Source: an optimization exercise on an open RTL-to-GDS flow (aim: small area, a short achievable clock period and few clock cycles per item). Production flows keep margins and buffers that such runs may drop. The RTL was checked by simulation tests, not by an equivalence proof against the original design.

Setup of east:
Design tilt_orientation_qualifier_core, start of the top module:
module tilt_orientation_qualifier_core
(
    input  logic                   clk,
    input  logic                   rst_n,
    input  logic                   s_tvalid,
    output logic                   s_tready,
    input  logic [IN_TDATA_W-1:0]  s_tdata,    
    input  logic                   s_tuser,    
    output logic                   m_tvalid,
    input  logic                   m_tready,
    output logic [OUT_TDATA_W-1:0] m_tdata,    
    output logic                   m_tuser,    
    input  logic                   psel,
    input  logic                   penable,
    input  logic                   pwrite,
    input  logic [3:0]             paddr,
    input  logic [31:0]            pwdata,
    output logic [31:0]            prdata,
    output logic                   pready
);
    localparam int QD = 4;    
    tlt_pkg::tlt_cfg_t cfg_reg;
    logic [1:0]        rd_sel_reg;
    logic                    v0_reg;
    logic [TIME_W-1:0]       now0_reg;
    logic                    ok0_reg;
    logic [SAMPLE_WIDTH-2:0] pu0_reg;
    logic                    ps0_reg;
    logic [SAMPLE_WIDTH-2:0] qu0_reg;
    logic                    qs0_reg;
    logic                    sx0_reg;
    logic                    sy0_reg;
    logic                    ybig0_reg;
    logic                    zero0_reg;
    logic                    v1_reg;
    logic                    ok1_reg;
    logic [MT_NG-1:0]        grp_g1_reg;
    logic [MT_NG-1:0]        grp_p1_reg;
    logic                    top_x1_reg;
    tlt_pkg::tlt_class_t     cls0_1_reg;
    tlt_pkg::tlt_class_t     cls1_1_reg;
    logic [QD-1:0]           qv_reg;
    logic [3*QD-1:0]         qd_reg;    
    logic [QD:0]             qv_up;
    logic [3*QD+2:0]         qd_up;
    logic [QD-1:0]           qv_sh;
  ...
For scale: about 1800 cells after synthesis, roughly 250 flip-flops, ~150 I/O pins, about 19000 um^2 of cells after synthesis.
==> flow/config.mk <==
export PLATFORM = sky130hd
export DESIGN_NAME = tilt_orientation_qualifier_core
export DESIGN_NICKNAME = tilt_orientation_qualifier_core
export VERILOG_FILES = /design/flow/design.v
export SDC_FILE = /design/flow/constraint.sdc
export NUM_CORES = 4
export LEC_CHECK = 0
export CAP_MARGIN = 20
export CORE_MARGIN = 2
export CORE_UTILIZATION = 40
export SLEW_MARGIN = 20
export SYNTH_HIERARCHICAL = 1
==> flow/constraint.sdc <==
create_clock -name core_clock -period 10.5 [get_ports {clk}]
set_input_delay 2.1000 -clock core_clock [delete_from_list [all_inputs] [get_ports {clk}]]
set_output_delay 2.1000 -clock core_clock [all_outputs]
set_load 0.01 [all_outputs]
standard.sh (not shown) runs the stock make flow with config.mk's settings and CLKGATE_MAP_FILE= SYNTH_SCRIPT=/design/flow/synth_recipe.tcl, a recipe that flattens the netlist after the stock synthesis.
==> flow/flow/run.sh <==
#!/bin/bash
# Standard layout, with plain buf_1 port buffers and timing repair aimed 6 ns
# below the clock period.
set -euo pipefail
bash standard.sh SETUP_SLACK_MARGIN=6 'BUFFER_PORTS_ARGS=-buffer_cell sky130_fd_sc_hd__buf_1' finish > standard_flow.log 2>&1
Testbench counts of east, summed over its fixed seeds: cycles 16,024, items 16,000.
Input changes introduced in west (baseline for comparison: east):
diff --git a/flow/design.v b/flow/design.v
--- a/flow/design.v
+++ b/flow/design.v
@@ -157,31 +157,25 @@
     output logic                           both_zero
 );
     logic [SAMPLE_WIDTH-2:0] ux;
     logic [SAMPLE_WIDTH-2:0] uy;
     logic [SAMPLE_WIDTH-2:0] fu;
     logic                    fs;
     logic [SAMPLE_WIDTH-2:0] su;
     logic                    ss;
     assign sx = accel_x[SAMPLE_WIDTH-1];
     assign sy = accel_y[SAMPLE_WIDTH-1];
     assign ux = accel_x[SAMPLE_WIDTH-2:0] ^ {(SAMPLE_WIDTH-1){sx}};
     assign uy = accel_y[SAMPLE_WIDTH-2:0] ^ {(SAMPLE_WIDTH-1){sy}};
-    logic c_ge;
-    logic c_add;
-    tlt_carry #(SAMPLE_WIDTH-1) u_ge  (.a(accel_y[SAMPLE_WIDTH-2:0]), .b(~accel_x[SAMPLE_WIDTH-2:0]),
-                                       .ci(1'b1), .co(c_ge));
-    tlt_carry #(SAMPLE_WIDTH-1) u_add (.a(accel_y[SAMPLE_WIDTH-2:0]), .b(accel_x[SAMPLE_WIDTH-2:0]),
-                                       .ci(1'b0), .co(c_add));
-    assign y_big = (sx ^ sy) ? (c_add ^ sy) : (c_ge ^ sx);
+    tlt_carry #(SAMPLE_WIDTH-1) u_cmp (.a(uy), .b(~ux), .ci(sy | !sx), .co(y_big));
     assign both_zero = (accel_x == '0) && (accel_y == '0);
     assign fu = big_m ? ux : uy;
     assign fs = big_m ? sx : sy;
     assign su = big_m ? uy : ux;
     assign ss = big_m ? sy : sx;
     assign pu = y_big ? fu : su;
     assign ps = y_big ? fs : ss;
     assign qu = y_big ? su : fu;
     assign qs = y_big ? ss : fs;
 endmodule
 module tlt_classify
 (
@@ -368,25 +362,25 @@
     output logic [OUT_TDATA_W-1:0] m_tdata,    
     output logic                   m_tuser,    
     input  logic                   psel,
     input  logic                   penable,
     input  logic                   pwrite,
     input  logic [3:0]             paddr,
     input  logic [31:0]            pwdata,
     output logic [31:0]            prdata,
     output logic                   pready
 );
     localparam int QD = 4;    
     tlt_pkg::tlt_cfg_t cfg_reg;
-    logic [1:0]        rd_sel_reg;
+    logic [15:0]       rd_reg;
     logic                    v0_reg;
     logic [TIME_W-1:0]       now0_reg;
     logic                    ok0_reg;
     logic [SAMPLE_WIDTH-2:0] pu0_reg;
     logic                    ps0_reg;
     logic [SAMPLE_WIDTH-2:0] qu0_reg;
     logic                    qs0_reg;
     logic                    sx0_reg;
     logic                    sy0_reg;
     logic                    ybig0_reg;
     logic                    zero0_reg;
     logic                    v1_reg;
@@ -439,35 +433,32 @@
         else if (cfg_wr)
         begin
             case (paddr[3:2])
                 REG_TILT_THRESHOLD: cfg_reg.tilt_level       <= pwdata[14:0];
                 REG_AXIS_MARGIN:    cfg_reg.axis_margin_q8   <= pwdata[9:0];
                 REG_POLL_INTERVAL:  cfg_reg.poll_interval_ms <= pwdata[15:0];
                 default:            cfg_reg.hold_ms          <= pwdata[15:0];
             endcase
         end
     end
     always_ff @(posedge clk)
     begin
-        rd_sel_reg <= paddr[3:2];
-    end
-    always_comb
-    begin
-        case (rd_sel_reg)
-            REG_TILT_THRESHOLD: prdata = 32'(cfg_reg.tilt_level);
-            REG_AXIS_MARGIN:    prdata = 32'(cfg_reg.axis_margin_q8);
-            REG_POLL_INTERVAL:  prdata = 32'(cfg_reg.poll_interval_ms);
-            default:            prdata = 32'(cfg_reg.hold_ms);
+        case (paddr[3:2])
+            REG_TILT_THRESHOLD: rd_reg <= 16'(cfg_reg.tilt_level);
+            REG_AXIS_MARGIN:    rd_reg <= 16'(cfg_reg.axis_margin_q8);
+            REG_POLL_INTERVAL:  rd_reg <= cfg_reg.poll_interval_ms;
+            default:            rd_reg <= cfg_reg.hold_ms;
         endcase
     end
+    assign prdata = {16'd0, rd_reg};
     assign s_tready = rdy_reg;
     assign accept   = s_tvalid && rdy_reg;
     tlt_classify_prep u_prep (
         .accel_x (s_tdata[TIME_W +: SAMPLE_WIDTH]),
         .accel_y (s_tdata[TIME_W + SAMPLE_WIDTH +: SAMPLE_WIDTH]),
         .big_m     (|cfg_reg.axis_margin_q8[9:8]),
         .pu        (pu),
         .ps        (ps),
         .qu        (qu),
         .qs        (qs),
         .sx        (sx),
         .sy        (sy),
[summary]
- Result for east and west: all clean
- Design area sits higher in west than in east.
- More vias were needed by east than by west.
- east -> west: adder-cell share of the synthesized area flat
- Looking at share of cells above drive strength 1, west sits 1.8 points lower than east does.
- Count of instances resized after the clock tree is built: west vs east up 6
- east → west: area growth from synthesis to final layout saw an increase, overall track demand over capacity in global routing saw a decrease, die area saw little to no change, final cell count without fillers saw a decrease.
- From east to west the numbers moved as follows: synthesized cell count now smaller, sequential cell count higher, fmax fell about 1%.
Testbench counts of west, summed over its fixed seeds: cycles 16,024, items 16,000.

[re-timing with driven ports]
The results above use ideal ports. As a check the final layouts listed here were re-extracted and re-timed, cells and wires unchanged. Step 1: set_driving_cell puts a clkbuf_16 on clk and a buf_2 on each other input, an assumption about the parent block. Step 2 times the ports against the registers' clock, not the clock port: input delays grow and output delays shrink by t, the midpoint of the rising clock arrivals with the driver on. Three values: ideal ports, drivers, drivers and shift; two values: the first two.
| run | t, ns | setup WS [ns] | cell pins on the clock port's net |
|---|---|---|---|
| east | 0.607 | 6.234 / 6.261 / 5.656 | 1 |
| west | 0.619 | 6.193 / 6.221 / 5.602 | 1 |
After both steps setup and hold are still met in every run listed. For west, which loses most, drivers alone change the setup slack by +0.028 ns; drivers and shift together by -0.591 ns.
